Context: an optimization exercise on an open-source flow, tuned for small area and a short achievable clock period. The choices shown serve that exercise and are no tape-out recipe. In this exercise RTL edits were held to simulation tests only and were not proved equivalent to the original. No activity file was given, so power comes from the tool's default toggle rates.

### flow/config.mk
export PLATFORM = sky130hd
export DESIGN_NAME = mul_issue_ctrl
export DESIGN_NICKNAME = mul_issue_ctrl
export VERILOG_FILES = /design/flow/design.v
export SDC_FILE = /design/flow/constraint.sdc
export NUM_CORES = 4
export LEC_CHECK = 0
export CAP_MARGIN = 20
export CORE_MARGIN = 2
export CORE_UTILIZATION = 60
export SLEW_MARGIN = 20
### flow/constraint.sdc
create_clock -name core_clock -period 10.0 [get_ports {clk}]
set_input_delay 2.0000 -clock core_clock [delete_from_list [all_inputs] [get_ports {clk}]]
set_output_delay 2.0000 -clock core_clock [all_outputs]
set_load 0.01 [all_outputs]
### flow/design.v
package m_extension;
   typedef enum logic [2:0] {
      F3_MUL    = 3'b000,
      F3_MULH   = 3'b001,
      F3_MULHSU = 3'b010,
      F3_MULHU  = 3'b011
   } m_funct3;
   typedef enum logic [1:0] {
      IDLE = 2'b00,
      BUSY = 2'b01,
      RESP = 2'b10
   } mul_ctrl_state_t;
   localparam int MUL_LAT_DEFAULT = 5;
endpackage
module mul_step (
   input  logic [32:0] a_x,
   input  logic [3:0]  b_neg,
   input  logic [3:0]  b_one,
   input  logic [3:0]  b_two,
   input  logic [32:0] acc,
   input  logic [3:0]  cy,
   output logic [40:0] t,
   output logic [4:0]  co
);
   logic [33:0] row0;
   logic [33:0] row1;
   logic [33:0] row2;
   logic [33:0] row3;
   logic [40:0] x;
   logic [40:0] y;
   logic s1;
   logic c2;
   logic s3;
   logic c4;
   logic s5;
   logic c6;
   logic s7;
   logic c8;
   logic s9;
   logic c10;
   logic s11;
   logic c12;
   logic s13;
   logic c14;
   logic s15;
   logic c16;
   logic s17;
   logic c18;
   logic s19;
   logic c20;
   logic s21;
   logic c22;
   logic s23;
   logic c24;
   logic s25;
   logic c26;
   logic s27;
   logic c28;
   logic s29;
   logic c30;
   logic s31;
   logic c32;
   logic s33;
   logic c34;
   logic s35;
   logic c36;
   logic s37;
   logic c38;
   logic s39;
   logic c40;
   logic s41;
   logic c42;
   logic s43;
   logic c44;
   logic s45;
   logic c46;
   logic s47;
   logic c48;
   logic s49;
   logic c50;
   logic s51;
   logic c52;
   logic s53;
   logic c54;
   logic s55;
   logic c56;
   logic s57;
   logic c58;
   logic s59;
   logic c60;
   logic s61;
   logic c62;
   logic s63;
   logic c64;
   logic s65;
   logic c66;
   logic s67;
   logic c68;
   logic s69;
   logic c70;
   logic s71;
   logic c72;
   logic s73;
   logic c74;
   logic s75;
   logic c76;
   logic s77;
   logic c78;
   logic s79;
   logic c80;
   logic s81;
   logic c82;
   logic s83;
   logic c84;
   logic s85;
   logic c86;
   logic s87;
   logic c88;
   logic s89;
   logic c90;
   logic s91;
   logic c92;
   logic s93;
   logic c94;
   logic s95;
   logic c96;
   logic s97;
   logic c98;
   logic s99;
   logic c100;
   logic s101;
   logic c102;
   logic s103;
   logic c104;
   logic s105;
   logic c106;
   logic s107;
   logic c108;
   logic s109;
   logic c110;
   logic s111;
   logic c112;
   logic s113;
   logic c114;
   logic s115;
   logic c116;
   logic s117;
   logic c118;
   logic s119;
   logic c120;
   logic s121;
   logic c122;
   logic s123;
   logic c124;
   logic s125;
   logic c126;
   logic s127;
   logic c128;
   logic s129;
   logic c130;
   logic s131;
   logic c132;
   logic s133;
   logic c134;
   logic s135;
   logic c136;
   logic s137;
   logic c138;
   logic s139;
   logic c140;
   logic s141;
   logic c142;
   logic s143;
   logic c144;
   logic s145;
   logic c146;
   logic s147;
   logic c148;
   logic s149;
   logic c150;
   logic s151;
   logic c152;
   logic s153;
   logic c154;
   logic s155;
   logic c156;
   logic s157;
   logic c158;
   logic s159;
   logic c160;
   logic s161;
   logic c162;
   logic s163;
   logic c164;
   logic s165;
   logic c166;
   logic s167;
   logic c168;
   logic s169;
   logic c170;
   logic s171;
   logic c172;
   logic s173;
   logic c174;
   logic s175;
   logic c176;
   logic s177;
   logic c178;
   logic s179;
   logic c180;
   logic s181;
   logic c182;
   logic s183;
   logic c184;
   logic s185;
   logic c186;
   logic s187;
   logic c188;
   logic s189;
   logic c190;
   logic s191;
   logic c192;
   logic s193;
   logic c194;
   logic s195;
   logic c196;
   logic s197;
   logic c198;
   logic s199;
   logic c200;
   logic s201;
   logic c202;
   logic s203;
   logic c204;
   logic s205;
   logic c206;
   logic s207;
   logic c208;
   logic s209;
   logic c210;
   logic s211;
   logic c212;
   logic s213;
   logic c214;
   logic s215;
   logic c216;
   logic s217;
   logic c218;
   logic s219;
   logic c220;
   logic s221;
   logic c222;
   logic s223;
   logic c224;
   logic s225;
   logic c226;
   logic s227;
   logic c228;
   logic s229;
   logic c230;
   logic s231;
   logic c232;
   logic s233;
   logic c234;
   logic s235;
   logic c236;
   logic s237;
   logic c238;
   logic s239;
   logic c240;
   logic s241;
   logic c242;
   logic s243;
   logic c244;
   logic s245;
   logic c246;
   logic s247;
   logic c248;
   logic s249;
   logic c250;
   logic s251;
   logic c252;
   logic s253;
   logic c254;
   logic s255;
   logic c256;
   logic s257;
   logic c258;
   logic s259;
   logic c260;
   logic s261;
   logic c262;
   logic s263;
   logic c264;
   logic s265;
   logic c266;
   assign row0[0] = (b_one[0] & a_x[0]) ^ b_neg[0];
   assign row0[32:1] = ({32{b_one[0]}} & a_x[32:1] | {32{b_two[0]}} & a_x[31:0]) ^ {32{b_neg[0]}};
   assign row0[33] = ~(((b_one[0] | b_two[0]) & a_x[32]) ^ b_neg[0]);
   assign row1[0] = (b_one[1] & a_x[0]) ^ b_neg[1];
   assign row1[32:1] = ({32{b_one[1]}} & a_x[32:1] | {32{b_two[1]}} & a_x[31:0]) ^ {32{b_neg[1]}};
   assign row1[33] = ~(((b_one[1] | b_two[1]) & a_x[32]) ^ b_neg[1]);
   assign row2[0] = (b_one[2] & a_x[0]) ^ b_neg[2];
   assign row2[32:1] = ({32{b_one[2]}} & a_x[32:1] | {32{b_two[2]}} & a_x[31:0]) ^ {32{b_neg[2]}};
   assign row2[33] = ~(((b_one[2] | b_two[2]) & a_x[32]) ^ b_neg[2]);
   assign row3[0] = (b_one[3] & a_x[0]) ^ b_neg[3];
   assign row3[32:1] = ({32{b_one[3]}} & a_x[32:1] | {32{b_two[3]}} & a_x[31:0]) ^ {32{b_neg[3]}};
   assign row3[33] = ~(((b_one[3] | b_two[3]) & a_x[32]) ^ b_neg[3]);
   assign s1 = acc[4] ^ row0[4];
   assign c2 = acc[4] & row0[4];
   assign s3 = acc[5] ^ row0[5];
   assign c4 = acc[5] & row0[5];
   assign s5 = acc[6] ^ row0[6] ^ row1[4];
   assign c6 = (acc[6] & row0[6]) | (acc[6] & row1[4]) | (row0[6] & row1[4]);
   assign s7 = row2[2] ^ row3[0];
   assign c8 = row2[2] & row3[0];
   assign s9 = acc[7] ^ row0[7] ^ row1[5];
   assign c10 = (acc[7] & row0[7]) | (acc[7] & row1[5]) | (row0[7] & row1[5]);
   assign s11 = row2[3] ^ row3[1];
   assign c12 = row2[3] & row3[1];
   assign s13 = acc[8] ^ cy[1] ^ row0[8];
   assign c14 = (acc[8] & cy[1]) | (acc[8] & row0[8]) | (cy[1] & row0[8]);
   assign s15 = row1[6] ^ row2[4] ^ row3[2];
   assign c16 = (row1[6] & row2[4]) | (row1[6] & row3[2]) | (row2[4] & row3[2]);
   assign s17 = acc[9] ^ row0[9] ^ row1[7];
   assign c18 = (acc[9] & row0[9]) | (acc[9] & row1[7]) | (row0[9] & row1[7]);
   assign s19 = row2[5] ^ row3[3];
   assign c20 = row2[5] & row3[3];
   assign s21 = acc[10] ^ row0[10] ^ row1[8];
   assign c22 = (acc[10] & row0[10]) | (acc[10] & row1[8]) | (row0[10] & row1[8]);
   assign s23 = row2[6] ^ row3[4];
   assign c24 = row2[6] & row3[4];
   assign s25 = acc[11] ^ row0[11] ^ row1[9];
   assign c26 = (acc[11] & row0[11]) | (acc[11] & row1[9]) | (row0[11] & row1[9]);
   assign s27 = row2[7] ^ row3[5];
   assign c28 = row2[7] & row3[5];
   assign s29 = acc[12] ^ row0[12] ^ row1[10];
   assign c30 = (acc[12] & row0[12]) | (acc[12] & row1[10]) | (row0[12] & row1[10]);
   assign s31 = row2[8] ^ row3[6];
   assign c32 = row2[8] & row3[6];
   assign s33 = acc[13] ^ row0[13] ^ row1[11];
   assign c34 = (acc[13] & row0[13]) | (acc[13] & row1[11]) | (row0[13] & row1[11]);
   assign s35 = row2[9] ^ row3[7];
   assign c36 = row2[9] & row3[7];
   assign s37 = acc[14] ^ row0[14] ^ row1[12];
   assign c38 = (acc[14] & row0[14]) | (acc[14] & row1[12]) | (row0[14] & row1[12]);
   assign s39 = row2[10] ^ row3[8];
   assign c40 = row2[10] & row3[8];
   assign s41 = acc[15] ^ row0[15] ^ row1[13];
   assign c42 = (acc[15] & row0[15]) | (acc[15] & row1[13]) | (row0[15] & row1[13]);
   assign s43 = row2[11] ^ row3[9];
   assign c44 = row2[11] & row3[9];
   assign s45 = acc[16] ^ cy[2] ^ row0[16];
   assign c46 = (acc[16] & cy[2]) | (acc[16] & row0[16]) | (cy[2] & row0[16]);
   assign s47 = row1[14] ^ row2[12] ^ row3[10];
   assign c48 = (row1[14] & row2[12]) | (row1[14] & row3[10]) | (row2[12] & row3[10]);
   assign s49 = acc[17] ^ row0[17] ^ row1[15];
   assign c50 = (acc[17] & row0[17]) | (acc[17] & row1[15]) | (row0[17] & row1[15]);
   assign s51 = row2[13] ^ row3[11];
   assign c52 = row2[13] & row3[11];
   assign s53 = acc[18] ^ row0[18] ^ row1[16];
   assign c54 = (acc[18] & row0[18]) | (acc[18] & row1[16]) | (row0[18] & row1[16]);
   assign s55 = row2[14] ^ row3[12];
   assign c56 = row2[14] & row3[12];
   assign s57 = acc[19] ^ row0[19] ^ row1[17];
   assign c58 = (acc[19] & row0[19]) | (acc[19] & row1[17]) | (row0[19] & row1[17]);
   assign s59 = row2[15] ^ row3[13];
   assign c60 = row2[15] & row3[13];
   assign s61 = acc[20] ^ row0[20] ^ row1[18];
   assign c62 = (acc[20] & row0[20]) | (acc[20] & row1[18]) | (row0[20] & row1[18]);
   assign s63 = row2[16] ^ row3[14];
   assign c64 = row2[16] & row3[14];
   assign s65 = acc[21] ^ row0[21] ^ row1[19];
   assign c66 = (acc[21] & row0[21]) | (acc[21] & row1[19]) | (row0[21] & row1[19]);
   assign s67 = row2[17] ^ row3[15];
   assign c68 = row2[17] & row3[15];
   assign s69 = acc[22] ^ row0[22] ^ row1[20];
   assign c70 = (acc[22] & row0[22]) | (acc[22] & row1[20]) | (row0[22] & row1[20]);
   assign s71 = row2[18] ^ row3[16];
   assign c72 = row2[18] & row3[16];
   assign s73 = acc[23] ^ row0[23] ^ row1[21];
   assign c74 = (acc[23] & row0[23]) | (acc[23] & row1[21]) | (row0[23] & row1[21]);
   assign s75 = row2[19] ^ row3[17];
   assign c76 = row2[19] & row3[17];
   assign s77 = acc[24] ^ cy[3] ^ row0[24];
   assign c78 = (acc[24] & cy[3]) | (acc[24] & row0[24]) | (cy[3] & row0[24]);
   assign s79 = row1[22] ^ row2[20] ^ row3[18];
   assign c80 = (row1[22] & row2[20]) | (row1[22] & row3[18]) | (row2[20] & row3[18]);
   assign s81 = acc[25] ^ row0[25] ^ row1[23];
   assign c82 = (acc[25] & row0[25]) | (acc[25] & row1[23]) | (row0[25] & row1[23]);
   assign s83 = row2[21] ^ row3[19];
   assign c84 = row2[21] & row3[19];
   assign s85 = acc[26] ^ row0[26] ^ row1[24];
   assign c86 = (acc[26] & row0[26]) | (acc[26] & row1[24]) | (row0[26] & row1[24]);
   assign s87 = row2[22] ^ row3[20];
   assign c88 = row2[22] & row3[20];
   assign s89 = acc[27] ^ row0[27] ^ row1[25];
   assign c90 = (acc[27] & row0[27]) | (acc[27] & row1[25]) | (row0[27] & row1[25]);
   assign s91 = row2[23] ^ row3[21];
   assign c92 = row2[23] & row3[21];
   assign s93 = acc[28] ^ row0[28] ^ row1[26];
   assign c94 = (acc[28] & row0[28]) | (acc[28] & row1[26]) | (row0[28] & row1[26]);
   assign s95 = row2[24] ^ row3[22];
   assign c96 = row2[24] & row3[22];
   assign s97 = acc[29] ^ row0[29] ^ row1[27];
   assign c98 = (acc[29] & row0[29]) | (acc[29] & row1[27]) | (row0[29] & row1[27]);
   assign s99 = row2[25] ^ row3[23];
   assign c100 = row2[25] & row3[23];
   assign s101 = acc[30] ^ row0[30] ^ row1[28];
   assign c102 = (acc[30] & row0[30]) | (acc[30] & row1[28]) | (row0[30] & row1[28]);
   assign s103 = row2[26] ^ row3[24];
   assign c104 = row2[26] & row3[24];
   assign s105 = acc[31] ^ row0[31] ^ row1[29];
   assign c106 = (acc[31] & row0[31]) | (acc[31] & row1[29]) | (row0[31] & row1[29]);
   assign s107 = row2[27] ^ row3[25];
   assign c108 = row2[27] & row3[25];
   assign s109 = ~acc[32] ^ row0[32] ^ row1[30];
   assign c110 = (~acc[32] & row0[32]) | (~acc[32] & row1[30]) | (row0[32] & row1[30]);
   assign s111 = row2[28] ^ row3[26] ^ 1'b1;
   assign c112 = (row2[28] & row3[26]) | (row2[28] & 1'b1) | (row3[26] & 1'b1);
   assign s113 = row0[33] ^ row1[31] ^ row2[29];
   assign c114 = (row0[33] & row1[31]) | (row0[33] & row2[29]) | (row1[31] & row2[29]);
   assign s115 = row1[32] ^ row2[30];
   assign c116 = row1[32] & row2[30];
   assign s117 = acc[0] ^ cy[0];
   assign c118 = acc[0] & cy[0];
   assign s119 = acc[2] ^ row0[2];
   assign c120 = acc[2] & row0[2];
   assign s121 = acc[3] ^ row0[3];
   assign c122 = acc[3] & row0[3];
   assign s123 = s1 ^ row1[2] ^ row2[0];
   assign c124 = (s1 & row1[2]) | (s1 & row2[0]) | (row1[2] & row2[0]);
   assign s125 = s3 ^ row1[3] ^ row2[1];
   assign c126 = (s3 & row1[3]) | (s3 & row2[1]) | (row1[3] & row2[1]);
   assign s127 = s5 ^ s7 ^ b_neg[3];
   assign c128 = (s5 & s7) | (s5 & b_neg[3]) | (s7 & b_neg[3]);
   assign s129 = s9 ^ s11 ^ c6;
   assign c130 = (s9 & s11) | (s9 & c6) | (s11 & c6);
   assign s131 = s13 ^ s15 ^ c10;
   assign c132 = (s13 & s15) | (s13 & c10) | (s15 & c10);
   assign s133 = s17 ^ s19 ^ c14;
   assign c134 = (s17 & s19) | (s17 & c14) | (s19 & c14);
   assign s135 = s21 ^ s23 ^ c18;
   assign c136 = (s21 & s23) | (s21 & c18) | (s23 & c18);
   assign s137 = s25 ^ s27 ^ c22;
   assign c138 = (s25 & s27) | (s25 & c22) | (s27 & c22);
   assign s139 = s29 ^ s31 ^ c26;
   assign c140 = (s29 & s31) | (s29 & c26) | (s31 & c26);
   assign s141 = s33 ^ s35 ^ c30;
   assign c142 = (s33 & s35) | (s33 & c30) | (s35 & c30);
   assign s143 = s37 ^ s39 ^ c34;
   assign c144 = (s37 & s39) | (s37 & c34) | (s39 & c34);
   assign s145 = s41 ^ s43 ^ c38;
   assign c146 = (s41 & s43) | (s41 & c38) | (s43 & c38);
   assign s147 = s45 ^ s47 ^ c42;
   assign c148 = (s45 & s47) | (s45 & c42) | (s47 & c42);
   assign s149 = s49 ^ s51 ^ c46;
   assign c150 = (s49 & s51) | (s49 & c46) | (s51 & c46);
   assign s151 = s53 ^ s55 ^ c50;
   assign c152 = (s53 & s55) | (s53 & c50) | (s55 & c50);
   assign s153 = s57 ^ s59 ^ c54;
   assign c154 = (s57 & s59) | (s57 & c54) | (s59 & c54);
   assign s155 = s61 ^ s63 ^ c58;
   assign c156 = (s61 & s63) | (s61 & c58) | (s63 & c58);
   assign s157 = s65 ^ s67 ^ c62;
   assign c158 = (s65 & s67) | (s65 & c62) | (s67 & c62);
   assign s159 = s69 ^ s71 ^ c66;
   assign c160 = (s69 & s71) | (s69 & c66) | (s71 & c66);
   assign s161 = s73 ^ s75 ^ c70;
   assign c162 = (s73 & s75) | (s73 & c70) | (s75 & c70);
   assign s163 = s77 ^ s79 ^ c74;
   assign c164 = (s77 & s79) | (s77 & c74) | (s79 & c74);
   assign s165 = s81 ^ s83 ^ c78;
   assign c166 = (s81 & s83) | (s81 & c78) | (s83 & c78);
   assign s167 = s85 ^ s87 ^ c82;
   assign c168 = (s85 & s87) | (s85 & c82) | (s87 & c82);
   assign s169 = s89 ^ s91 ^ c86;
   assign c170 = (s89 & s91) | (s89 & c86) | (s91 & c86);
   assign s171 = s93 ^ s95 ^ c90;
   assign c172 = (s93 & s95) | (s93 & c90) | (s95 & c90);
   assign s173 = s97 ^ s99 ^ c94;
   assign c174 = (s97 & s99) | (s97 & c94) | (s99 & c94);
   assign s175 = s101 ^ s103 ^ c98;
   assign c176 = (s101 & s103) | (s101 & c98) | (s103 & c98);
   assign s177 = s105 ^ s107 ^ c102;
   assign c178 = (s105 & s107) | (s105 & c102) | (s107 & c102);
   assign s179 = s109 ^ s111 ^ c106;
   assign c180 = (s109 & s111) | (s109 & c106) | (s111 & c106);
   assign s181 = s113 ^ row3[27] ^ c110;
   assign c182 = (s113 & row3[27]) | (s113 & c110) | (row3[27] & c110);
   assign s183 = s115 ^ row3[28] ^ 1'b1;
   assign c184 = (s115 & row3[28]) | (s115 & 1'b1) | (row3[28] & 1'b1);
   assign s185 = row1[33] ^ row2[31] ^ row3[29];
   assign c186 = (row1[33] & row2[31]) | (row1[33] & row3[29]) | (row2[31] & row3[29]);
   assign s187 = row2[32] ^ row3[30];
   assign c188 = row2[32] & row3[30];
   assign s189 = s117 ^ row0[0];
   assign c190 = s117 & row0[0];
   assign s191 = acc[1] ^ row0[1] ^ c118;
   assign c192 = (acc[1] & row0[1]) | (acc[1] & c118) | (row0[1] & c118);
   assign s193 = s119 ^ row1[0] ^ b_neg[1];
   assign c194 = (s119 & row1[0]) | (s119 & b_neg[1]) | (row1[0] & b_neg[1]);
   assign s195 = s121 ^ row1[1] ^ c120;
   assign c196 = (s121 & row1[1]) | (s121 & c120) | (row1[1] & c120);
   assign s197 = s123 ^ b_neg[2] ^ c122;
   assign c198 = (s123 & b_neg[2]) | (s123 & c122) | (b_neg[2] & c122);
   assign s199 = s125 ^ c2 ^ c124;
   assign c200 = (s125 & c2) | (s125 & c124) | (c2 & c124);
   assign s201 = s127 ^ c4 ^ c126;
   assign c202 = (s127 & c4) | (s127 & c126) | (c4 & c126);
   assign s203 = s129 ^ c8 ^ c128;
   assign c204 = (s129 & c8) | (s129 & c128) | (c8 & c128);
   assign s205 = s131 ^ c12 ^ c130;
   assign c206 = (s131 & c12) | (s131 & c130) | (c12 & c130);
   assign s207 = s133 ^ c16 ^ c132;
   assign c208 = (s133 & c16) | (s133 & c132) | (c16 & c132);
   assign s209 = s135 ^ c20 ^ c134;
   assign c210 = (s135 & c20) | (s135 & c134) | (c20 & c134);
   assign s211 = s137 ^ c24 ^ c136;
   assign c212 = (s137 & c24) | (s137 & c136) | (c24 & c136);
   assign s213 = s139 ^ c28 ^ c138;
   assign c214 = (s139 & c28) | (s139 & c138) | (c28 & c138);
   assign s215 = s141 ^ c32 ^ c140;
   assign c216 = (s141 & c32) | (s141 & c140) | (c32 & c140);
   assign s217 = s143 ^ c36 ^ c142;
   assign c218 = (s143 & c36) | (s143 & c142) | (c36 & c142);
   assign s219 = s145 ^ c40 ^ c144;
   assign c220 = (s145 & c40) | (s145 & c144) | (c40 & c144);
   assign s221 = s147 ^ c44 ^ c146;
   assign c222 = (s147 & c44) | (s147 & c146) | (c44 & c146);
   assign s223 = s149 ^ c48 ^ c148;
   assign c224 = (s149 & c48) | (s149 & c148) | (c48 & c148);
   assign s225 = s151 ^ c52 ^ c150;
   assign c226 = (s151 & c52) | (s151 & c150) | (c52 & c150);
   assign s227 = s153 ^ c56 ^ c152;
   assign c228 = (s153 & c56) | (s153 & c152) | (c56 & c152);
   assign s229 = s155 ^ c60 ^ c154;
   assign c230 = (s155 & c60) | (s155 & c154) | (c60 & c154);
   assign s231 = s157 ^ c64 ^ c156;
   assign c232 = (s157 & c64) | (s157 & c156) | (c64 & c156);
   assign s233 = s159 ^ c68 ^ c158;
   assign c234 = (s159 & c68) | (s159 & c158) | (c68 & c158);
   assign s235 = s161 ^ c72 ^ c160;
   assign c236 = (s161 & c72) | (s161 & c160) | (c72 & c160);
   assign s237 = s163 ^ c76 ^ c162;
   assign c238 = (s163 & c76) | (s163 & c162) | (c76 & c162);
   assign s239 = s165 ^ c80 ^ c164;
   assign c240 = (s165 & c80) | (s165 & c164) | (c80 & c164);
   assign s241 = s167 ^ c84 ^ c166;
   assign c242 = (s167 & c84) | (s167 & c166) | (c84 & c166);
   assign s243 = s169 ^ c88 ^ c168;
   assign c244 = (s169 & c88) | (s169 & c168) | (c88 & c168);
   assign s245 = s171 ^ c92 ^ c170;
   assign c246 = (s171 & c92) | (s171 & c170) | (c92 & c170);
   assign s247 = s173 ^ c96 ^ c172;
   assign c248 = (s173 & c96) | (s173 & c172) | (c96 & c172);
   assign s249 = s175 ^ c100 ^ c174;
   assign c250 = (s175 & c100) | (s175 & c174) | (c100 & c174);
   assign s251 = s177 ^ c104 ^ c176;
   assign c252 = (s177 & c104) | (s177 & c176) | (c104 & c176);
   assign s253 = s179 ^ c108 ^ c178;
   assign c254 = (s179 & c108) | (s179 & c178) | (c108 & c178);
   assign s255 = s181 ^ c112 ^ c180;
   assign c256 = (s181 & c112) | (s181 & c180) | (c112 & c180);
   assign s257 = s183 ^ c114 ^ c182;
   assign c258 = (s183 & c114) | (s183 & c182) | (c114 & c182);
   assign s259 = s185 ^ c116 ^ c184;
   assign c260 = (s185 & c116) | (s185 & c184) | (c116 & c184);
   assign s261 = s187 ^ 1'b1 ^ c186;
   assign c262 = (s187 & 1'b1) | (s187 & c186) | (1'b1 & c186);
   assign s263 = row2[33] ^ row3[31] ^ c188;
   assign c264 = (row2[33] & row3[31]) | (row2[33] & c188) | (row3[31] & c188);
   assign s265 = row3[32] ^ 1'b1;
   assign c266 = row3[32] & 1'b1;
   assign x = {1'b1, row3[33], s265, s263, s261, s259, s257, s255, s253, s251, s249, s247, s245, s243, s241, s239, s237, s235, s233, s231, s229, s227, s225, s223, s221, s219, s217, s215, s213, s211, s209, s207, s205, s203, s201, s199, s197, s195, s193, s191, s189};
   assign y = {1'b0, c266, c264, c262, c260, c258, c256, c254, c252, c250, c248, c246, c244, c242, c240, c238, c236, c234, c232, c230, c228, c226, c224, c222, c220, c218, c216, c214, c212, c210, c208, c206, c204, c202, c200, c198, c196, c194, c192, c190, b_neg[0]};
   assign {co[0], t[7:0]} = {1'b0, x[7:0]} + {1'b0, y[7:0]};
   assign {co[1], t[15:8]} = {1'b0, x[15:8]} + {1'b0, y[15:8]};
   assign {co[2], t[23:16]} = {1'b0, x[23:16]} + {1'b0, y[23:16]};
   assign {co[3], t[31:24]} = {1'b0, x[31:24]} + {1'b0, y[31:24]};
   assign {co[4], t[40:32]} = {1'b0, x[40:32]} + {1'b0, y[40:32]};
endmodule
import m_extension::*;
module mul_issue_ctrl
#(
   parameter int MUL_LAT = m_extension::MUL_LAT_DEFAULT
) (
   input  logic        clk,
   input  logic        rst,
   input  logic        req_valid,
   output logic        req_ready,
   input  logic [31:0] req_rs1,
   input  logic [31:0] req_rs2,
   input  m_extension::m_funct3     req_funct3,
   input  logic        flush,
   output logic        resp_valid,
   output logic [31:0] resp_data,
   input  logic        resp_ready,
   output logic [15:0] hit_count
);
   logic        idle_r;
   logic        resp_r;
   logic [4:0]  step_r;
   logic        busy;
   logic [31:0] op_a_r;
   logic        op_as_r;       
   logic [31:0] op_b_r;
   logic        op_bs_r;       
   logic [2:0]  op_f_r;
   logic [32:0] acc_r;
   logic [3:0]  cy_r;          
   logic [31:0] last_rs1_r;
   logic [31:0] last_rs2_r;
   logic [2:0]  last_f_r;
   logic [31:0] last_result_r;
   logic [2:0]  last_cy_r;     
   logic        last_valid_r;
   logic [15:0] hit_count_r;
   logic        req_ready_s;
   logic        accept_s;
   logic        match_s;
   logic        hit_s;
   logic        miss_s;
   logic        complete_s;
   assign busy = |step_r;
   always_comb begin
      req_ready_s = ~flush & (idle_r | (resp_r & resp_ready));
      accept_s    = req_valid & req_ready_s;
      match_s     = last_valid_r & (req_rs1 == last_rs1_r) & (req_rs2 == last_rs2_r) &
                    (req_funct3 == last_f_r);
      hit_s       = accept_s & match_s;
      miss_s      = accept_s & ~match_s;
      complete_s  = ~flush & step_r[4];
   end
   always_ff @(posedge clk) begin
      if (rst || flush) begin
         idle_r <= 1'b1;
         resp_r <= 1'b0;
         step_r <= 5'd0;
      end else begin
         idle_r <= ~accept_s & (idle_r | (resp_r & resp_ready));
         resp_r <= hit_s | step_r[4] | (resp_r & ~resp_ready);
         step_r <= {step_r[3:0], miss_s};
      end
   end
   function automatic logic [11:0] booth_enc(input logic [8:0] b);
      logic [3:0] neg;
      logic [3:0] one;
      logic [3:0] two;
      for (int i = 0; i < 4; i++) begin
         neg[i] = b[2*i+2];
         one[i] = b[2*i+1] ^ b[2*i];
         two[i] = (b[2*i+2] & ~b[2*i+1] & ~b[2*i]) | (~b[2*i+2] & b[2*i+1] & b[2*i]);
      end
      booth_enc = {two, one, neg};
   endfunction
   logic [32:0]        a_x;
   logic [3:0]         b_neg;
   logic [3:0]         b_one;
   logic [3:0]         b_two;
   logic [11:0]        booth_r;
   logic [11:0]        booth_next;
   logic [7:0]         chunk_next;
   logic [8:0]         window_next;
   logic               mul_op;
   logic [40:0]        t_s;
   logic [4:0]         co_s;
   assign a_x        = {op_as_r, op_a_r};
   assign mul_op      = (op_f_r == F3_MUL);
   assign chunk_next  = step_r[3] ? {8{op_bs_r}} : op_b_r[15:8];
   always_comb begin
      if (!mul_op) begin
         window_next = {chunk_next, op_b_r[7]};
      end else if (step_r[0] | step_r[2]) begin
         window_next = op_b_r[31:23];
      end else begin
         window_next = {op_b_r[15:8], op_b_r[7] & ~step_r[3]};
      end
   end
   assign booth_next = busy ? booth_enc(window_next) :
                       (req_funct3 == F3_MUL) ? 12'd0 : booth_enc({req_rs2[7:0], 1'b0});
   assign {b_two, b_one, b_neg} = booth_r;
   always_ff @(posedge clk) begin
      booth_r <= booth_next;
   end
   mul_step u_step (
      .a_x   (a_x),
      .b_neg (b_neg),
      .b_one (b_one),
      .b_two (b_two),
      .acc   (acc_r),
      .cy    (cy_r),
      .t     (t_s),
      .co    (co_s)
   );
   always_ff @(posedge clk) begin
      if (!busy) begin
         op_a_r  <= req_rs1;
         op_as_r <= ((req_funct3 == F3_MULH) || (req_funct3 == F3_MULHSU)) & req_rs1[31];
         op_b_r  <= req_rs2;
         op_bs_r <= (req_funct3 == F3_MULH) & req_rs2[31];
         op_f_r  <= req_funct3;
         acc_r   <= 33'd0;
         cy_r    <= 4'd0;
      end else begin
         op_b_r  <= {op_b_r[7:0], op_b_r[31:8]};
         if (mul_op) begin
            acc_r <= {t_s[24:0], 8'd0};
            cy_r  <= {co_s[1:0], 2'd0};
         end else begin
            acc_r <= t_s[40:8];
            cy_r  <= co_s[3:0];
         end
      end
   end
   always_ff @(posedge clk) begin
      if (complete_s) begin
         last_rs1_r    <= op_a_r;
         last_rs2_r    <= op_b_r;
         last_f_r      <= op_f_r;
         last_result_r <= t_s[31:0];
         last_cy_r     <= co_s[2:0];
      end
   end
   always_ff @(posedge clk) begin
      if (rst) begin
         last_valid_r <= 1'b0;
         hit_count_r  <= 16'd0;
      end else begin
         if (complete_s) begin
            last_valid_r <= 1'b1;
         end
         if (hit_s && (hit_count_r != 16'hFFFF)) begin
            hit_count_r <= hit_count_r + 16'd1;
         end
      end
   end
   assign req_ready  = req_ready_s;
   assign resp_valid = resp_r;
   assign resp_data  = last_result_r + {last_cy_r[2], 7'd0, last_cy_r[1], 7'd0, last_cy_r[0], 8'd0};
   assign hit_count  = hit_count_r;
endmodule
### flow/flow/run.sh
#!/bin/bash
# Own flow: the standard layout (standard.sh: the standard synthesis, then
# ORFS floorplan, placement, CTS and routing) with plain buf_1 port buffers in
# place of clkdlybuf4s50_1, larger clock-sink clusters without dummy loads,
# and a tighter setup repair target. Every tool's own log is under orfs/logs/;
# make's output goes to standard.log.
set -euo pipefail
bash standard.sh \
  "BUFFER_PORTS_ARGS=-buffer_cell sky130_fd_sc_hd__buf_1" \
  "CTS_ARGS=-sink_clustering_enable -repair_clock_nets -sink_clustering_size 20 -sink_clustering_max_diameter 100 -dont_use_dummy_load" \
  "SETUP_SLACK_MARGIN=5.45" \
  finish > standard.log 2>&1
### flow/standard.sh
#!/bin/bash
# synth_recipe.tcl (not shown) runs the flow's synth.tcl, then flattens the netlist and writes it again
# the make line also repeats each setting of config.mk as NAME=value (left out here)
make -C /OpenROAD-flow-scripts/flow DESIGN_CONFIG=/design/flow/config.mk WORK_HOME=/design/flow/orfs CLKGATE_MAP_FILE= SYNTH_SCRIPT=/design/flow/synth_recipe.tcl "${@:-finish}"
==> results.yml, run 1 <==
run_status:
  status: "complete, no violations"
timing:
  max-slew-margin-rel_pct: 32.1
  rsz0062_at_grt: "yes"
  fmax_mhz: 225
  worst_slew_pin_slew_ns: 1.02
  fin_skew_ns: 0.0356
  hold_viol: 0
  setup_violations: 0
  slew_viol_final: 0
  period_minus_slack_ns: 4.44
  tns_ns: 0
  min_period_over_period_pct: 44.4
detailed_routing:
  wl_per_cell_um: 20.5
  route.detailed.drc: 0
  firstDrtPassIters: 6
  ant_nets: 0
  drtIter0Drc: 1200
  viasPerCell: 5.82
  wl_um: 41800
  vias: 11900
clocking:
  clock_latency_ns: 0.51
  htreeDepth: 1
  cts_made_buffers: 16
  cts_buffer_depth: 3
  cts_hold_buf: 0
  clk_pin_slew_ns: 0.07
  clock_sinks: 244
  cts-root-buf: "clkbuf_16"
  cts_tree: "yes"
yosys:
  synth_nets: 1845
  synth_edf_count: 139
  syn_avg_cell_area_um2: 10.2
  synth_flop_cell: "edfxtp_1"
  yosysMostFrequentCell: "xnor2_1"
  ys_ff_latch: 244
  syn_inst: 1592
  yosysTopAreaCell: "edfxtp_1"
  synth_cell_types: 63
  yosysSeqAreaShare_pct: 38.5
  synth_warnings: 1
  async_flop_share_pct: 0
  synth_top_area_share_pct: 25.6
  synthesis.area_mm2: 0.0163
  synth_commonest_cells: "189 x xnor2_1, 163 x nand2_1, 152 x inv_1"
  synth_top_cells_by_area: "edfxtp_1 26%, dfxtp_1 13%, fa_1 12%, xnor2_1 10%, ha_1 6.1%"
global_route:
  grt_max_degree: 73
  antenna_found_initial: 0
  grtUsageTotal_pct: 29.3
  overflow: 0
  grt_pass1_wl_um: 64400
  grt_pass1_vias: 11300
place:
  gp_congestion: 0.869
  io_buffers: 121
  hpwl_um: 30500
die:
  initial_core_util_pct: 60.8
  core_area_mm2: 0.0268
  die_y_um: 169
  ioPinCount: 122
  die-area_mm2: 0.0285
  die_w_um: 169
  num_rows: 60
worst_hold_path:
  hp-class: "flip-flop to flip-flop"
critical_path:
  worst-path-max-fanout: 2
  crit_type: "input port to output pin"
  end_kind: "output pin"
  arrival_ns: 2.44
  critPathLaunchType: "input port"
  crit_required_ns: 8.00
finish:
  fin_util_pct: 67.2
  area_delta_synth_final_pct: 10.5
  drive_above_1_share_pct: 9.27
  finalNetCount: 1949
  n_antenna_cell: 0
pwr:
  p_leak_uw: 0.00710
  p_per_area_mw_per_mm2: 374
  vdd_drop_max_mv: 0.306
job:
  drv_cap: 0
## final timing paths
kind               from             to  slack (ns)  depth (start not counted)
max reg2reg  op_a_r[22]        cy_r[3]        5.58                         17
min reg2reg   op_b_r[6]  last_rs2_r[6]        0.43                          0
min           op_b_r[6]  last_rs2_r[6]        0.43                          0
max          resp_ready      req_ready        5.56                          4
## final cells by class
type,count,area [µm²]
clock buffer,16,400
tap,341,427
fill,2184,8780
inverter,154,581
timing repair buffer,200,1160
sequential,244,6280
multi-input combinational,1080,9170
## metrics by stage
stage               setup WS, ns  instances  area (µm²)  hold WS [ns]  total power (µW)
floorplan                   5.47       1592       16300         0.408              4590
global placement            4.82       1956       16800         0.411              5830
detailed placement          4.68       1956       16800         0.415              5920
CTS                         5.42       1976       17300         0.434              6540
global route                5.36       2035       18000         0.450              7290
finish                      5.56       2035       18000         0.434              6740
## flip-flops by register name (all words and copies together) (netlist names), 12 cells and up
signal / count
op_a_r: 32
last_result_r: 32
op_b_r: 32
booth_r: 12
hit_count_r: 16
last_rs1_r: 32
acc_r: 33
last_rs2_r: 32
## critical path, stage by stage
cell	delay, ns
buf_1	0.09
a21oi_1	0.08
nor2_1	0.11
buf_1	0.16
## kinds of logic after synthesis
kind of cell    share of synthesized area, %
fa+ha+maj                               18.5
mux                                    0.476
compound gates                          12.2
xor+xnor                                12.5
buf+inv                                 6.57
flops                                   38.5
simple gates                            11.2
## layout by cell type (no fill, tap or decap), types with 6 or more instances in the layout
cell / instances
a21o_1: 6
a21oi_1: 48
a221o_1: 7
a22oi_1: 118
a22oi_2: 11
and2_1: 6
and3_1: 15
buf_1: 118
buf_4: 65
clkbuf_16: 16
dfxtp_1: 101
edfxtp_1: 139
fa_1: 101
ha_1: 78
inv_1: 152
mux2_2: 6
nand2_1: 163
nand2b_1: 20
nand3_1: 18
nand4_1: 12
nor2_1: 52
nor2b_1: 31
nor3_1: 14
o21ai_0: 33
o22ai_1: 9
o31ai_1: 6
or3_1: 6
or4_1: 7
xnor2_1: 187
xor2_1: 42
## report_power, final
part / leakage (µW) / internal [µW] / total [µW] / switching (µW)
Sequential: 0.00217 / 1380 / 1460 / 81.2
Clock: 0.000197 / 286 / 609 / 323
Combinational: 0.00473 / 1830 / 4680 / 2850
## metal layers
metal	up-vias	routed length (µm)	global-route usage, %
met1	5762	18800	42.7
met2	442	19700	47.7
met5	-	0	0
met4	0	814	6.37
met3	53	2510	2.99
li1	5595	-	-
## repair_timing
item	in CTS	in global routing
setup endpoints to repair	58	24
endpoints found under the hold margin	0	0
pin swaps	1	13
resized for setup	12	60
gates cloned	0	0
buffers inserted	4	59
==> run 2: changes to the inputs <==
--- a/flow/flow/run.sh
+++ b/flow/flow/run.sh
@@ -9,4 +9,4 @@
   "BUFFER_PORTS_ARGS=-buffer_cell sky130_fd_sc_hd__buf_1" \
   "CTS_ARGS=-sink_clustering_enable -repair_clock_nets -sink_clustering_size 20 -sink_clustering_max_diameter 100 -dont_use_dummy_load" \
-  "SETUP_SLACK_MARGIN=5.45" \
+  "SETUP_SLACK_MARGIN=5.25" \
   finish > standard.log 2>&1
--- a/flow/config.mk
+++ b/flow/config.mk
@@ -8,4 +8,4 @@
 export CAP_MARGIN = 20
 export CORE_MARGIN = 2
-export CORE_UTILIZATION = 60
+export CORE_UTILIZATION = 40
 export SLEW_MARGIN = 20
==> run 2 against run 1 <==
Compared with the run above:
- largest cell class unchanged
- die area grew 49%
- first-iteration DRC count grew 4.1%
- maximum frequency shrank 2.7%
- global-route usage shrank 8.1 points
- sequential cell count is the same
- synthesized cell count is the same
- clock-buffer cell count is the same
- final cell count grew 7.9%
- area after synthesis is the same
- setup slack lost 0.12 ns
- utilization shrank 22 points
- non-clock buffer count shrank 24
- still clean
==> results.yml, run 2 <==
pwr:
  power_frac_seq_pct: 22.2
  p_leak_uw: 0.00696
  p_sw_uw: 3150
  comb_power_share_pct: 68.3
  vdd_drop_max_mv: 0.267
  intPower_uw: 3430
  power.share.clock_pct: 9.4
  switching_share_pct: 47.9
  p_per_area_mw_per_mm2: 367
critical_path:
  crit_family: "adder cells"
  critPathLaunchType: "flip-flop"
  worst-path-max-fanout: 4
  arrival_ns: 4.93
  crit_required_ns: 10.36
  end_kind: "flip-flop"
  path_common_cell: "fa_1"
  cpPeakStageDelay_ns: 0.55
  crit_type: "flip-flop to flip-flop"
  critPathLaunch: "op_a_r[18]"
  cp_num_buf_inv: 2
  worstReg2RegStart: "op_a_r[18]"
  path_cells: "a22oi_1, xor2_1, fa_1, inv_1, fa_1, fa_1, ha_1, inv_1, fa_1, nand2b_1, a21boi_1, o21ai_0, a211oi_1, o21a_1, nor3_1, a211oi_1"
  cp_slowest_cell: "fa_1"
global_route:
  grt_pass1_vias: 11700
  overflow: 0
  grt_max_degree: 57
  grt_pass1_wl_um: 68200
  antenna_found_initial: 5
  grtUsageTotal_pct: 21.2
yosys:
  yosysTopAreaCell: "edfxtp_1"
  synth_top_area_share_pct: 25.6
  yosysMostFrequentCell: "xnor2_1"
  yosysSeqAreaShare_pct: 38.5
  syn_inst: 1592
  synth_cell_types: 63
  ys_ff_latch: 244
  synth_commonest_cells: "189 x xnor2_1, 163 x nand2_1, 152 x inv_1"
  syn_avg_cell_area_um2: 10.2
  synth_nets: 1845
  synth_warnings: 1
  async_flop_share_pct: 0
  synth_edf_count: 139
  synth_top_cells_by_area: "edfxtp_1 26%, dfxtp_1 13%, fa_1 12%, xnor2_1 10%, ha_1 6.1%"
  synth_flop_cell: "edfxtp_1"
  synthesis.area_mm2: 0.0163
detailed_routing:
  viasPerCell: 5.41
  firstDrtPassIters: 5
  wl_um: 45000
  ant_nets: 0
  vias: 11900
  drtIter0Drc: 1249
  wl_per_cell_um: 20.5
  route.detailed.drc: 0
place:
  hpwl_um: 32600
  gp_congestion: 0.919
  io_buffers: 121
  placed_cells: 2141
finish:
  layoutNonFillerInstCount: 2196
  nFillCells: 3857
  top_register: "acc_r"
  finalNetCount: 1925
  area_delta_synth_final_pct: 9.96
  multi_input_area_mm2: 0.00900
  mostFrequentLayoutCells: "189 x xnor2_1, 163 x nand2_1, 152 x inv_1"
  largest_register_ffs: 33
  mostFrequentLayoutCell: "xnor2_1"
  drive_above_1_share_pct: 6.23
  seq_area_mm2: 0.00629
timing:
  worst_slew_pin_slew_ns: 1.00
  fin_skew_ns: 0.0657
  fmax_mhz: 219
  slew_viol_final: 0
  tns_ns: 0
  period_minus_slack_ns: 4.57
  setup_violations: 0
  max-slew-margin-rel_pct: 33.0
  min_period_over_period_pct: 45.7
  hold_viol: 0
  rsz0062_at_grt: "yes"
job:
  drv_cap: 0
die:
  ioPinCount: 122
  core_area_mm2: 0.0400
  die_w_um: 206
  num_rows: 73
  die_y_um: 206
  die-area_mm2: 0.0424
  initial_core_util_pct: 40.7
worst_hold_path:
  holdCritStartpoint: "op_b_r[20]"
  hp-class: "flip-flop to flip-flop"
clocking:
  clock_sinks: 244
  htreeDepth: 1
  cts_tree: "yes"
  clock_latency_ns: 0.52
  cts_made_buffers: 16
  cts_hold_buf: 0
  clk_pin_slew_ns: 0.09
  cts-root-buf: "clkbuf_16"
  cts_buffer_depth: 3
run_status:
  status: "complete, no violations"
==> run 2: changes by cell type in the layout (fill, tap and decap cells not counted), moves of 3 or more <==
cell     change
buf_1        +3
buf_4       -24
a21oi_1      +3
a22oi_1      +9
a22oi_2      -9
==> run 2: final timing paths <==
kind                                  endpoint  slack [ns]  depth (start not counted)
worst max register to register         cy_r[3]        5.43                         16
worst min-delay path            last_rs2_r[20]        0.43                          0
worst max-delay path                   cy_r[3]        5.43                         16
worst min register to register  last_rs2_r[20]        0.43                          0
==> run 2: layout make-up <==
class	instances	share of cell area [%]
multi-input combinational	1080	50.2
sequential	244	35.1
timing repair buffer	176	5.57
tap	525	3.66
inverter	154	3.24
clock buffer	16	2.23
antenna	1	0.0140
==> run 2: through the flow <==
| stage | total power, µW | cell area, µm² | util, % | hold WS [ns] | setup WS [ns] |
|---|---|---|---|---|---|
| floorplan | 4590 | 16300 | - | 0.408 | 5.47 |
| global placement | 5840 | 17100 | 42.7 | 0.414 | 4.67 |
| detailed placement | 5920 | 17100 | 42.7 | 0.417 | 4.58 |
| CTS | 6570 | 17500 | 43.8 | 0.436 | 5.26 |
| global route | 7160 | 17900 | 44.8 | 0.444 | 5.17 |
| finish | 6580 | 17900 | 44.8 | 0.433 | 5.43 |
==> run 2: cells by family (layout without fill, tap and decap cells) <==
| group | after synthesis | count (layout) | synth area share [%] |
|---|---|---|---|
| compound gates | 286 | 286 | 12.2 |
| xor+xnor | 233 | 233 | 12.5 |
| fa+ha+maj | 181 | 181 | 18.5 |
| buf+inv | 268 | 346 | 6.57 |
| flops | 244 | 244 | 38.5 |
| mux | 7 | 7 | 0.476 |
| other cells | 0 | 1 | 0 |
| simple gates | 373 | 373 | 11.2 |
==> run 2: routing by layer <==
| layer | vias up | routed length [µm] | GRT usage, % |
|---|---|---|---|
| li1 | 5548 | - | - |
| met1 | 5814 | 20500 | 30.0 |
| met2 | 423 | 20100 | 32.9 |
| met3 | 79 | 2960 | 3.74 |
| met4 | 8 | 1360 | 6.94 |
| met5 | - | 53 | 0 |
==> run 2: what timing repair did <==
| action | CTS | global route |
|---|---|---|
| buffers inserted | 1 | 36 |
| endpoints found under the setup margin | 48 | 19 |
| pin swaps | 0 | 2 |
| gates cloned | 0 | 1 |
| resized for setup | 4 | 30 |
==> run 2: power groups by stage <==
stage	registers [µW]	clock network, µW	logic (µW)
global route	1470	671	5010
CTS	1480	633	4460
detailed placement	1500	0	4420
global placement	1500	0	4340
finish	1460	618	4500
floorplan	1430	0	3170
==> run 3: changes to the inputs <==
--- a/flow/flow/run.sh
+++ b/flow/flow/run.sh
@@ -9,4 +9,4 @@
   "BUFFER_PORTS_ARGS=-buffer_cell sky130_fd_sc_hd__buf_1" \
   "CTS_ARGS=-sink_clustering_enable -repair_clock_nets -sink_clustering_size 20 -sink_clustering_max_diameter 100 -dont_use_dummy_load" \
-  "SETUP_SLACK_MARGIN=5.25" \
+  "SETUP_SLACK_MARGIN=5.5" \
   finish > standard.log 2>&1
==> run 3 against run 2 <==
Compared with the run above:
- still clean on timing, DRC and antenna
- clock power up 3.4%
- first-iteration DRC count down 13%
- area after synthesis unchanged
- critical endpoint is now req_ready
- highest routed layer unchanged
==> results.yml, run 3 <==
clocking:
  cts-root-buf: "clkbuf_16"
  clock_sinks: 244
  htreeDepth: 1
  cts_tree: "yes"
  cts_hold_buf: 0
  cts_made_buffers: 17
  cts_buffer_depth: 3
  clk_pin_slew_ns: 0.08
  clock_latency_ns: 0.51
finish:
  mostFrequentLayoutCells: "186 x xnor2_1, 163 x nand2_1, 152 x inv_1"
  mostFrequentLayoutCell: "xnor2_1"
  finalNetCount: 1931
  largest_register_ffs: 33
  area_delta_synth_final_pct: 12.1
  n_antenna_cell: 0
  drive_above_1_share_pct: 9.13
  top_register: "acc_r"
yosys:
  synth_edf_count: 139
  synthesis.area_mm2: 0.0163
  synth_top_area_share_pct: 25.6
  synth_flop_cell: "edfxtp_1"
  async_flop_share_pct: 0
  yosysMostFrequentCell: "xnor2_1"
  synth_cell_types: 63
  yosysSeqAreaShare_pct: 38.5
  synth_top_cells_by_area: "edfxtp_1 26%, dfxtp_1 13%, fa_1 12%, xnor2_1 10%, ha_1 6.1%"
  synth_nets: 1845
  synth_commonest_cells: "189 x xnor2_1, 163 x nand2_1, 152 x inv_1"
  ys_ff_latch: 244
  synth_warnings: 1
  yosysTopAreaCell: "edfxtp_1"
  syn_inst: 1592
  syn_avg_cell_area_um2: 10.2
critical_path:
  end_kind: "output pin"
  cp_num_buf_inv: 2
  rrSetupSlack_ns: 5.64
  worst-path-max-fanout: 2
  worst-path-stages: 4
  crit_required_ns: 8.00
  worstReg2RegStart: "booth_r[7]"
  r2r.worst_path.cells: 19
  crit_family: "buffers and inverters"
  critPathLaunchType: "input port"
  arrival_ns: 2.43
  cp_slowest_cell: "buf_2"
  endpoint: "req_ready"
  critPathLaunch: "resp_ready"
  r2r-end: "acc_r[30]"
  path_cells: "buf_6, a21oi_2, nor2_1, buf_2"
  cpPeakStageDelay_ns: 0.14
  crit_type: "input port to output pin"
pwr:
  comb_power_share_pct: 69.5
  switching_share_pct: 48.3
  intPower_uw: 3570
  p_per_area_mw_per_mm2: 378
  power_frac_seq_pct: 21.2
  power.share.clock_pct: 9.3
  p_sw_uw: 3330
  vdd_drop_max_mv: 0.378
  p_leak_uw: 0.00705
timing:
  max-slew-margin-rel_pct: 34.8
  min_period_over_period_pct: 44.3
  hold_viol: 0
  worst_slew_pin_slew_ns: 0.978
  whs_ns: 0.422
  tns_ns: 0
  setup_violations: 0
  rsz0062_at_grt: "yes"
  fin_skew_ns: 0.0440
  slew_viol_final: 0
  period_minus_slack_ns: 4.43
  fmax_mhz: 226
worst_hold_path:
  hp-class: "flip-flop to flip-flop"
detailed_routing:
  wl_per_cell_um: 20.9
  wl_um: 45900
  vias: 12000
  viasPerCell: 5.45
  route.detailed.drc: 0
  drtIter0Drc: 1086
  ant_nets: 0
  firstDrtPassIters: 6
die:
  core_area_mm2: 0.0400
  ioPinCount: 122
  die_w_um: 206
  die-area_mm2: 0.0424
  die_y_um: 206
  initial_core_util_pct: 40.7
  num_rows: 73
global_route:
  grt_pass1_wl_um: 69700
  grt_max_degree: 58
  antenna_found_initial: 5
  grtUsageTotal_pct: 21.6
  overflow: 0
  grt_pass1_vias: 11700
job:
  drv_cap: 0
place:
  gp_congestion: 0.889
  hpwl_um: 32600
  io_buffers: 121
run_status:
  status: "complete, no violations"
==> run 3: cell counts after synthesis <==
Identical to the previous run, type by type.
==> run 3: per-layer routing <==
| metal | wire length [µm] | global-route usage (%) |
|---|---|---|
| met5 | 61 | 0 |
| met1 | 20300 | 30.1 |
| met3 | 3390 | 3.77 |
| met4 | 1480 | 6.22 |
| met2 | 20700 | 34.6 |
==> run 3: cells by family (layout without fill, tap and decap cells) <==
logic type | after synthesis | after routing | share of synthesized area [%]
and+or+nand+nor | 373 | 373 | 11.2
AOI/OAI and AO/OA | 286 | 286 | 12.2
xor gates and xnor gates | 233 | 233 | 12.5
buffers and inverters | 268 | 352 | 6.57
muxes | 7 | 7 | 0.476
adders and majority gates | 181 | 181 | 18.5
DFF | 244 | 244 | 38.5
==> run 3: worst min path at each step <==
stage / from / to / slack (ns) / cells past startpoint
3_3_place_gp: op_b_r[16] / last_rs2_r[16] / 0.41 / 0
3_5_place_dp: op_b_r[22] / last_rs2_r[22] / 0.42 / 0
5_1_grt: op_b_r[18] / last_rs2_r[18] / 0.44 / 0
4_1_cts: step_r[2] / step_r[3] / 0.42 / 1
2_1_floorplan: op_b_r[0] / last_rs2_r[0] / 0.41 / 0
6_report: step_r[2] / step_r[3] / 0.42 / 1
==> run 3: layout make-up <==
type | count | area (µm²)
multi-input cells | 1080 | 9250
well taps | 525 | 657
repair buffers | 181 | 1070
inverters | 154 | 581
flip-flops and latches | 244 | 6290
clock buffers | 17 | 425
fillers | 3781 | 21700
==> run 3: what timing repair did <==
action	4_1_cts	5_1_grt
hold endpoints to repair	0	0
endpoints found under the setup margin	63	26
buffers inserted	23	20
pin swaps	1	21
gates cloned	0	1
gates resized for setup	27	75
==> run 3: through the flow <==
stage	power, µW	setup WS, ns	utilization (%)	instance area [µm²]	std cells
3_5_place_dp	5960	4.61	42.6	17100	2140
5_1_grt	7490	5.42	45.7	18300	2201
4_1_cts	6640	5.49	44.4	17800	2180
6_report	6900	5.57	45.7	18300	2201
3_3_place_gp	5870	4.72	42.6	17100	2140
2_1_floorplan	4590	5.59	-	16300	1592
==> run 3: worst reg2reg max path, stage by stage, from the launching register on <==
cell,delay (ns)
dfxtp_4,0.37
buf_12,0.16
a22oi_1,0.21
xor2_1,0.12
fa_1,0.56
inv_1,0.06
fa_1,0.50
inv_1,0.05
fa_1,0.43
inv_1,0.07
ha_1,0.17
inv_1,0.07
fa_1,0.44
nand2b_1,0.17
a21boi_2,0.16
o21ai_1,0.12
a21oi_2,0.21
xnor2_2,0.16
nand2_1,0.10
a21oi_2,0.13
==> run 3: power by group through the flow <==
stage	registers (µW)	logic, µW	clock network (µW)
global placement	1500	4360	0
detailed placement	1500	4460	0
floorplan	1430	3170	0
finish	1470	4800	639
CTS	1470	4520	650
global route	1480	5330	684
==> run 4: changes to the inputs <==
--- a/flow/flow/run.sh
+++ b/flow/flow/run.sh
@@ -9,4 +9,4 @@
   "BUFFER_PORTS_ARGS=-buffer_cell sky130_fd_sc_hd__buf_1" \
   "CTS_ARGS=-sink_clustering_enable -repair_clock_nets -sink_clustering_size 20 -sink_clustering_max_diameter 100 -dont_use_dummy_load" \
-  "SETUP_SLACK_MARGIN=5.5" \
+  "SETUP_SLACK_MARGIN=5.45" \
   finish > standard.log 2>&1
--- a/flow/config.mk
+++ b/flow/config.mk
@@ -10,2 +10,3 @@
 export CORE_UTILIZATION = 40
 export SLEW_MARGIN = 20
+export TNS_END_PERCENT = 10
==> run 4 against run 3 <==
Compared with the run above:
- still clean on timing, DRC and antenna
- maximum frequency decreased by 0.98%
- highest routed layer unchanged
- clock-buffer cell count decreased by 1
- clock power decreased by 3.1%
- setup slack got worse by 0.044 ns
- register-to-register slack got worse by 0.08 ns
==> results.yml, run 4 <==
timing:
  slew_viol_final: 0
  hold_viol: 0
  min_period_over_period_pct: 44.8
  fmax_mhz: 223
  rsz0062_at_grt: "yes"
  setup_violations: 0
  fin_skew_ns: 0.0677
  max-slew-margin-rel_pct: 33.9
  whs_ns: 0.434
  tns_ns: 0
  worst_slew_pin_slew_ns: 0.992
  period_minus_slack_ns: 4.48
place:
  hpwl_um: 32600
  dpl_cell_area_mm2: 0.0171
  gp_congestion: 0.919
  io_buffers: 121
yosys:
  synth.area.mux_share_pct: 0.476
  synth_top_family_by_area: "adder cells"
  syn_inst: 1592
  synth_xor_area_share_pct: 12.5
  yosysMostFrequentCell: "xnor2_1"
  synth_compound_area_share_pct: 12.2
  synth_commonest_cells: "189 x xnor2_1, 163 x nand2_1, 152 x inv_1"
  yosysSeqAreaShare_pct: 38.5
  synth_warnings: 1
  ys_ff_latch: 244
  synth-simple-area-share_pct: 11.2
  synth_top_cells_by_area: "edfxtp_1 26%, dfxtp_1 13%, fa_1 12%, xnor2_1 10%, ha_1 6.1%"
  synth_cell_types: 63
  async_flop_share_pct: 0
  synth_nets: 1845
  synthesis.area_mm2: 0.0163
  synth_fa_ha_area_share_pct: 18.5
  synth_edf_count: 139
  yosysTopAreaCell: "edfxtp_1"
  synth_flop_cell: "edfxtp_1"
  synth_top_area_share_pct: 25.6
  syn_avg_cell_area_um2: 10.2
worst_hold_path:
  hold_end: "last_rs2_r[20]"
  holdPathStages: 0
  hp-class: "flip-flop to flip-flop"
  holdCritStartpoint: "op_b_r[20]"
clocking:
  cts_tree: "yes"
  clk_pin_slew_ns: 0.08
  clock_sinks: 244
  cts-root-buf: "clkbuf_16"
  htreeDepth: 1
  cts_buffer_depth: 3
  clock_latency_ns: 0.52
  cts_made_buffers: 16
global_route:
  grtUsageTotal_pct: 21.7
  antenna_found_initial: 5
  overflow: 0
  grt_pass1_wl_um: 69500
  grt_pass1_vias: 11800
  grt_max_degree: 57
finish:
  nFillCells: 3854
  mostFrequentLayoutCells: "189 x xnor2_1, 163 x nand2_1, 152 x inv_1"
  area_delta_synth_final_pct: 10.9
  largest_register_ffs: 33
  finalNetCount: 1931
  drive_above_1_share_pct: 7.52
  fin_area_mm2: 0.0181
  multi_input_area_mm2: 0.00907
  seq_area_mm2: 0.00629
  mostFrequentLayoutCell: "xnor2_1"
  top_register: "acc_r"
die:
  die-area_mm2: 0.0424
  ioPinCount: 122
  initial_core_util_pct: 40.7
  die_y_um: 206
  core_area_mm2: 0.0400
  die_w_um: 206
  num_rows: 73
critical_path:
  crit_family: "buffers and inverters"
  r2r.worst_path.cells: 18
  cp_slowest_cell: "buf_1"
  path_common_cell: "buf_1"
  critPathLaunchType: "input port"
  worst-path-max-fanout: 2
  cp_num_buf_inv: 2
  end_kind: "output pin"
  crit_type: "input port to output pin"
  arrival_ns: 2.48
  crit_required_ns: 8.00
  path_cells: "buf_1, a21oi_1, nor2_1, buf_1"
  cpPeakStageDelay_ns: 0.16
  rrSetupSlack_ns: 5.56
  r2r-end: "last_result_r[14]"
  worstReg2RegStart: "op_a_r[7]"
detailed_routing:
  firstDrtPassIters: 6
  wl_um: 46200
  wl_per_cell_um: 21.0
  route.detailed.drc: 0
  vias: 12000
  drtIter0Drc: 1272
  ant_nets: 0
  viasPerCell: 5.45
pwr:
  p_leak_uw: 0.00701
  switching_share_pct: 48.0
  comb_power_share_pct: 68.7
  power_frac_seq_pct: 22.0
  p_sw_uw: 3200
  intPower_uw: 3470
  vdd_drop_max_mv: 0.275
  p_per_area_mw_per_mm2: 369
  power.share.clock_pct: 9.3
run_status:
  status: "complete, no violations"
job:
  drv_cap: 0
==> run 4: changes by cell type in the layout (fill, tap and decap cells not counted), moves of 3 or more <==
cell,before,now
a21oi_1,43,50
xnor2_1,186,189
buf_1,117,120
xnor2_2,3,0
a21oi_2,7,2
xor2_1,40,44
xor2_2,4,0
==> run 4: cell families (layout without fill, tap and decap cells) <==
logic type,Yosys count,count (layout)
DFF,244,244
muxes,7,7
and+or+nand+nor,373,373
buffers and inverters,268,352
xor gates and xnor gates,233,233
adders and majority gates,181,181
AOI/OAI and AO/OA,286,286
other,0,1
==> run 4: cell type report <==
type	instances	share of cell area (%)
timing repair buffer	182	6.00
antenna	1	0.0138
clock buffer	16	2.21
sequential	244	34.8
tap	525	3.63
inverter	154	3.21
multi-input combinational	1080	50.2
==> run 4: repair_timing <==
item / CTS / global route
setup buffers: 12 / 30
pin swaps: 0 / 9
gates cloned: 0 / 2
gates resized for setup: 18 / 42
hold buffers: 0 / 0
endpoints found under the setup margin: 61 / 26
==> run 4: worst max-delay path by stage <==
stage | start | slack (ns) | depth (start not counted) | endpoint
after floorplan | booth_r[3] | 5.47 | 19 | acc_r[30]
after global placement | booth_r[2] | 4.67 | 18 | acc_r[30]
after detailed placement | booth_r[2] | 4.58 | 16 | acc_r[22]
after CTS | last_result_r[16] | 5.39 | 8 | resp_data[31]
after global routing | booth_r[9] | 5.31 | 19 | acc_r[30]
final | resp_ready | 5.52 | 4 | req_ready
==> run 4: power by group through the flow <==
| stage | Clock [µW] | Combinational, µW | Sequential [µW] |
|---|---|---|---|
| 2_1_floorplan | 0 | 3170 | 1430 |
| 3_3_place_gp | 0 | 4340 | 1500 |
| 3_5_place_dp | 0 | 4420 | 1500 |
| 4_1_cts | 633 | 4480 | 1470 |
| 5_1_grt | 671 | 5100 | 1470 |
| 6_report | 619 | 4580 | 1470 |
==> run 4: layer usage <==
layer	wire length, µm	vias to the layer above	GRT usage, %
met1	20700	5866	30.8
met2	20700	477	33.8
met5	53	-	0
met3	3470	84	3.83
met4	1310	8	6.38
li1	-	5563	-
==> run 4: stage by stage <==
step	power (µW)	util, %	setup slack, ns	std cells
global placement	5840	42.7	4.67	2141
floorplan	4590	-	5.47	1592
finish	6670	45.2	5.52	2202
detailed placement	5920	42.7	4.58	2141
CTS	6580	44.1	5.39	2169
global route	7240	45.2	5.31	2201
==> run 5: changes to the inputs <==
--- a/flow/flow/run.sh
+++ b/flow/flow/run.sh
@@ -9,4 +9,4 @@
   "BUFFER_PORTS_ARGS=-buffer_cell sky130_fd_sc_hd__buf_1" \
   "CTS_ARGS=-sink_clustering_enable -repair_clock_nets -sink_clustering_size 20 -sink_clustering_max_diameter 100 -dont_use_dummy_load" \
-  "SETUP_SLACK_MARGIN=5.45" \
+  "SETUP_SLACK_MARGIN=5.4" \
   finish > standard.log 2>&1
--- a/flow/config.mk
+++ b/flow/config.mk
@@ -10,3 +10,2 @@
 export CORE_UTILIZATION = 40
 export SLEW_MARGIN = 20
-export TNS_END_PERCENT = 10
==> run 5 against run 4 <==
Compared with the run above:
- final cell count shrank 0.32%
- die area stayed put
- highest routed layer unchanged
- via count shrank 0.65%
- sequential share of layout area grew 0.070 points
- largest cell class unchanged
- clock-buffer cell count did not move
- maximum frequency about the same
- utilization decreased by 0.091 points
==> results.yml, run 5 <==
run_status:
  status: "complete, no violations"
critical_path:
  worst-path-max-fanout: 2
  path_cells: "buf_1, a21oi_1, nor2_1, buf_1"
  crit_family: "buffers and inverters"
  end_kind: "output pin"
  critPathLaunchType: "input port"
  path_common_cell: "buf_1"
  cpPeakStageDelay_ns: 0.16
  crit_required_ns: 8.00
  arrival_ns: 2.48
  cp_num_buf_inv: 2
  crit_type: "input port to output pin"
  cp_slowest_cell: "buf_1"
yosys:
  async_flop_share_pct: 0
  synth_cell_types: 63
  syn_avg_cell_area_um2: 10.2
  synth_top_area_share_pct: 25.6
  synthesis.area_mm2: 0.0163
  synth_top_cells_by_area: "edfxtp_1 26%, dfxtp_1 13%, fa_1 12%, xnor2_1 10%, ha_1 6.1%"
  synth_commonest_cells: "189 x xnor2_1, 163 x nand2_1, 152 x inv_1"
  yosysTopAreaCell: "edfxtp_1"
  synth_flop_cell: "edfxtp_1"
  yosysSeqAreaShare_pct: 38.5
  synth_nets: 1845
  synth_edf_count: 139
  synth_warnings: 1
  syn_inst: 1592
  yosysMostFrequentCell: "xnor2_1"
  ys_ff_latch: 244
global_route:
  grt_pass1_vias: 11700
  antenna_found_initial: 5
  grt_pass1_wl_um: 68700
  overflow: 0
  grt_max_degree: 57
  grtUsageTotal_pct: 21.4
timing:
  fin_skew_ns: 0.0662
  slew_viol_final: 0
  setup_violations: 0
  min_period_over_period_pct: 44.8
  worst_slack_ns: 5.52
  hold_viol: 0
  worst_slew_pin_slew_ns: 0.988
  fmax_mhz: 223
  whs_ns: 0.436
  rsz0062_at_grt: "yes"
  period_minus_slack_ns: 4.48
  max-slew-margin-rel_pct: 34.1
  tns_ns: 0
detailed_routing:
  viasPerCell: 5.43
  wl_um: 45700
  ant_nets: 0
  vias: 11900
  drtIter0Drc: 1138
  firstDrtPassIters: 7
  wl_per_cell_um: 20.8
  route.detailed.drc: 0
clocking:
  htreeDepth: 1
  cts_hold_buf: 0
  clock_latency_ns: 0.52
  cts_made_buffers: 16
  clk_pin_slew_ns: 0.08
  cts-root-buf: "clkbuf_16"
  cts_buffer_depth: 3
  clock_sinks: 244
  cts_tree: "yes"
die:
  num_rows: 73
  initial_core_util_pct: 40.7
  die-area_mm2: 0.0424
  die_w_um: 206
  core_area_mm2: 0.0400
  die_y_um: 206
  ioPinCount: 122
place:
  dp_slack_ns: 4.58
  hpwl_um: 32600
  gp_congestion: 0.919
  io_buffers: 121
finish:
  largest_register_ffs: 33
  finalNetCount: 1924
  mostFrequentLayoutCells: "189 x xnor2_1, 163 x nand2_1, 152 x inv_1"
  mostFrequentLayoutCell: "xnor2_1"
  fin_util_pct: 45.1
  area_delta_synth_final_pct: 10.7
  top_register: "acc_r"
  drive_above_1_share_pct: 7.31
pwr:
  p_leak_uw: 0.00698
  p_per_area_mw_per_mm2: 371
  vdd_drop_max_mv: 0.283
  power_uw: 6690
job:
  drv_cap: 0
worst_hold_path:
  hp-class: "flip-flop to flip-flop"
-- run 5: cell counts after synthesis --
Identical to the previous run, type by type.
-- run 5: report_power, final --
part	total, µW	switching (µW)	internal (µW)
Combinational	4600	2790	1810
Sequential	1470	90.2	1380
Clock	620	334	286
Total	6690	3210	3480
-- run 5: area by class of cell --
type	instances	area, µm²
Antenna cell	1	2.50
Clock buffer	16	400
Fill cell	3850	22000
Inverter	154	581
Multi-Input combinational cell	1080	9080
Sequential cell	244	6290
Tap cell	525	657
Timing Repair Buffer	175	1040
-- run 5: path summary, 6_finish.rpt --
| kind | slack, ns | to | from | cells after the start |
|---|---|---|---|---|
| max | 5.52 | req_ready | resp_ready | 4 |
| min | 0.44 | last_rs2_r[5] | op_b_r[5] | 0 |
| max reg2reg | 5.59 | acc_r[30] | op_a_r[17] | 18 |
| min reg2reg | 0.44 | last_rs2_r[5] | op_b_r[5] | 0 |
-- run 5: per-stage QoR --
stage               instances  area, µm²
floorplan                1592      16300
global placement         2141      17100
detailed placement       2141      17100
CTS                      2164      17600
global route             2194      18000
finish                   2195      18000
-- run 5: cell families (layout without fill, tap and decap cells) --
family,after synthesis,count (layout),share of synthesized area [%]
compound gates,286,286,12.2
flops,244,244,38.5
mux,7,7,0.476
simple gates,373,373,11.2
buf+inv,268,345,6.57
other cells,0,1,0
xor+xnor,233,233,12.5
fa+ha+maj,181,181,18.5
-- run 5: timing repair --
action	4_1_cts	5_1_grt
resized for setup	16	50
endpoints found under the hold margin	0	0
endpoints found under the setup margin	60	23
setup buffers	7	28
pin swaps	1	10
gates cloned	0	2
-- run 5: per-layer routing --
layer,share of wire (%),GRT usage [%]
met1,44,30.2
met2,45,33.3
met3,7.7,3.91
met4,3.2,6.96
met5,0.12,0

separate check: timing with driven ports:
Ports are ideal in the flow. The routed layouts listed here were re-timed in OpenROAD. Step 1 sets driving cells, clkbuf_16 on the clock port and buf_2 on the other inputs (assumed; they add their load-dependent delay and slew). Step 2 moves the port delays by t, midway between the first and last clock arrival at a register: inputs arrive t later, outputs are due t later. That takes back most of the time a late clock gives input paths. a / b / c = no drivers / after step 1 / after step 2; a / b = the first two.
| run | t (ns) | slack for setup (ns) | latest minus earliest clock arrival (ns) |
|---|---|---|---|
| run 1 | 0.545 | 5.555 / 5.532 / 5.238 | 0.037 / 0.037 |
| run 2 | 0.535 | 5.434 / 5.434 / 5.085 | 0.066 / 0.066 |
| run 3 | 0.544 | 5.568 / 5.535 / 5.167 | 0.045 / 0.045 |
| run 4 | 0.540 | 5.524 / 5.495 / 5.094 | 0.069 / 0.069 |
| run 5 | 0.536 | 5.524 / 5.497 / 5.077 | 0.066 / 0.067 |
After both steps every run listed still meets setup and hold. For run 5, which loses most, drivers alone change the setup slack by -0.027 ns; drivers and shift together by -0.447 ns.
